Context: an optimization exercise on an open-source flow, tuned for small area and a short achievable clock period. The choices shown serve that exercise and are no tape-out recipe.
At most, simulation tests tie the RTL to the original design; equivalence was not proved.
Power figures rest on the tool's default switching activity, not on a simulated workload.

// dual_issue_decode
module dual_issue_decode (
	input  logic			clk,
	input  logic			reset,
	input  logic [31:0]		instr_first,
	input  logic [31:0]		instr_second,
	input  logic [7:0]		pc,
	input  logic [7:0]		branch_pc,
	input  logic			branch_taken,
	output logic [31:0]		even_instr,
	output logic [10:0]		even_op,
	output logic [1:0]		even_unit,
	output logic [6:0]		even_rt,
	output logic			even_write,
	output logic [31:0]		odd_instr,
	output logic [10:0]		odd_op,
	output logic [1:0]		odd_unit,
	output logic [6:0]		odd_rt,
	output logic			odd_write,
	output logic			first_odd,
	output logic			stall,
	output logic [7:0]		stall_pc
);
For scale: ~1,700 cells after synthesis, roughly 200 I/O pins, about 12,000 um2 of cells after synthesis.
export LEC_CHECK = 0
export CAP_MARGIN = 20
export CORE_MARGIN = 2
export CORE_UTILIZATION = 25
export PLACE_DENSITY = 0.4
export SETUP_SLACK_MARGIN = 4.7
export SLEW_MARGIN = 20
create_clock -name core_clock -period 9.0 [get_ports {clk}]
standard.sh (not shown) runs the stock make flow with config.mk's settings and CLKGATE_MAP_FILE= SYNTH_SCRIPT=/design/flow/synth_recipe.tcl, a recipe that flattens the netlist after the stock synthesis.
==> flow/flow/run.sh <==
#!/bin/bash
# The standard layout, with two changes:
#  - synthesis maps with an area-oriented ABC script (flow/abc_area.script),
#    otherwise the same as synth_recipe.tcl;
#  - the port buffers are plain buf_1 cells.
set -euo pipefail
HERE=$(pwd)
export BUFFER_PORTS_ARGS="-buffer_cell sky130_fd_sc_hd__buf_1"
export MY_ABC_SCRIPT=$HERE/flow/abc_area.script
sed "s#SYNTH_SCRIPT=[^ ]*#SYNTH_SCRIPT=$HERE/flow/synth.tcl#" standard.sh > own_standard.sh
bash own_standard.sh > flow_make.log 2>&1
==> flow/flow/abc_area.script <==
strash
dch
map -a
topo
stime -c
buffer -c
upsize -c
dnsize -c
==> flow/flow/synth.tcl <==
# The standard synthesis (synth_recipe.tcl), with ABC's mapping script replaced
# by the area-oriented one next to this file.
proc synth {args} { yosys synth -nofsm -noshare {*}$args }
proc abc {args} {
  set i [lsearch -exact $args -script]
  if { $i >= 0 && [info exists ::env(MY_ABC_SCRIPT)] } {
    set args [lreplace $args $i [expr {$i + 1}] -script $::env(MY_ABC_SCRIPT)]
  }
  yosys abc {*}$args
}
source $::env(SCRIPTS_DIR)/synth.tcl
# left out here: clear keep_hierarchy, flatten, clean up, hide names made inside functions, write 1_2_yosys.v
Edit:
--- a/flow/design.v
+++ b/flow/design.v
@@ -17,17 +17,20 @@
 	output logic [6:0]		odd_rt,
 	output logic			odd_write,
 	output logic			first_odd,
 	output logic			stall,
 	output logic [7:0]		stall_pc
 );
-	logic [31:0] a, b;			 
-	logic ea, eb, oa, ob;		 
+	logic [31:0] a_n, b_n;		 
+	logic ea_n, eb_n, oa_n, ob_n;	 
+	logic [31:0] a, b;
 	logic [31:0] ew, ow;
-	assign ew = ({32{ea}} & a) | ({32{eb}} & b);
-	assign ow = ({32{oa}} & a) | ({32{ob}} & b);
+	assign a = ~a_n;
+	assign b = ~b_n;
+	assign ew = ~(({32{ea_n}} | a_n) & ({32{eb_n}} | b_n));
+	assign ow = ~(({32{oa_n}} | a_n) & ({32{ob_n}} | b_n));
 	logic e_rrr, e_ila, e_ai, e_nop, e_fx1, e_shl;
 	assign e_rrr = ew[31];
 	assign e_ila = ~ew[31] & ew[30] & ~ew[29] & ew[25];
 	assign e_ai  = ~ew[31] & ew[28] & ew[26];
 	assign e_nop = ~ew[31] & ew[30] & ~ew[29] & ~ew[25];
 	assign e_fx1 = e_ila | (~ew[31] & ~ew[30] & ew[28]);
@@ -49,13 +52,13 @@
 	assign o_ls = o_ri10 | (ow[27] & ~ow[25]);
 	assign odd_instr = ow;
 	assign odd_op    = {ow[31:24], ow[23] & ~o_ri10, ow[22:21] & {2{~(o_ri10 | o_ri16)}}};
 	assign odd_unit  = {o_ri16, o_ls};
 	assign odd_rt    = ow[6:0];
 	assign odd_write = ow[27] | (ow[28] & ow[26]);
-	assign first_odd = oa;
+	assign first_odd = ~oa_n;
 	logic [5:1][6:0]	e_rt;
 	logic [5:1]			e_al;	 
 	logic [2:1]			e_lg;	 
 	logic [4:1][6:0]	o_rt;
 	logic [4:1]			o_al;
 	logic [2:1]			o_lg;	 
@@ -150,27 +153,32 @@
 	assign same_pipe = (s_ev && f_ev) || (s_od && f_od);
 	assign same_dest = f_wr && s_wr && (f_rt == s_rt);
 	assign raw_pair = f_wr && ((s_ua && s[13:7] == f_rt) || (s_ub && s[20:14] == f_rt)
 		|| (s_uc && s[6:0] == f_rt));
 	assign stall_second = stall_first || same_pipe || same_dest || raw_pair || busy_second;
 	logic go_first, go_second;
-	logic [7:0] pc_q, pc_x;
-	logic pc_new;
-	assign stall_pc = pc_new ? pc_q : pc_x;
 	assign go_first = ~branch_taken & ~stall_first;
 	assign go_second = ~branch_taken & ~stall_second;
 	always_ff @(posedge clk) begin
-		a <= f;
-		b <= s;
-		ea <= ~reset & go_first & f_ev;
-		eb <= ~reset & go_second & s_ev;
-		oa <= ~reset & go_first & f_od;
-		ob <= ~reset & go_second & s_od;
+		a_n <= ~f;
+		b_n <= ~s;
+		ea_n <= ~(~reset & go_first & f_ev);
+		eb_n <= ~(~reset & go_second & s_ev);
+		oa_n <= ~(~reset & go_first & f_od);
+		ob_n <= ~(~reset & go_second & s_od);
 		sel_in <= reset | ~(branch_taken | stall_second);
 		hold_f <= ~reset & ~branch_taken & stall_first;
 		hold_s <= ~reset & ~branch_taken & stall_second;
-		stall <= ~reset & (branch_taken | stall_second);
-		pc_q <= pc;
-		pc_new <= ~reset & ~branch_taken & ~stall & stall_second;
-		pc_x <= reset ? 8'd0 : branch_taken ? branch_pc + 8'd2 : stall_pc;
+		if (reset) begin
+			stall <= 1'b0;
+			stall_pc <= '0;
+		end else if (branch_taken) begin
+			stall <= 1'b1;
+			stall_pc <= branch_pc + 8'd2;
+		end else if (stall_second) begin
+			stall <= 1'b1;
+			stall_pc <= stall ? stall_pc : pc;
+		end else begin
+			stall <= 1'b0;
+		end
 	end
 endmodule
Result: Die area falls by a few percent; fmax goes down by a few percent; design area barely changes; routed wire length came out lower by roughly a tenth; critical path depth rises by 6; utilization climbs by 0.86 points; clock-buffer cell count rises by 1; combinational power is about the same; power fell by a few percent; worst setup slack loses 230 ps; sequential cell count falls by 9; global-route usage fell by 2.6 points; final cell count drops by a few percent.
The RTL of the second run of this note was laid out without a check of its function.

-- what the ideal ports hide --
How much do the figures lean on ideal ports? The routed layouts below were timed once more, with nothing changed but the port constraints. Step 1, drivers: a clkbuf_16 drives clk and a buf_2 each remaining input, both assumed. Step 2 adds t to the input delays and takes it off the output delays; t is the mean of the earliest and latest rising clock arrival at the registers after step 1. Input paths then give back, and output paths get back, about the clock's delay inside the block. Slacks: ideal / step 1 / step 2; pairs: ideal / step 1.
run | t, ns | setup slack, ns | worst setup path at the end
the first run | 0.554 | 4.723 / 4.696 / 4.181 | input to register
the second run | 0.529 | 4.492 / 4.508 / 3.979 | input to register
After both steps every run listed still meets setup and hold. For the first run, which loses most, drivers alone change the setup slack by -0.027 ns; drivers and shift together by -0.542 ns.
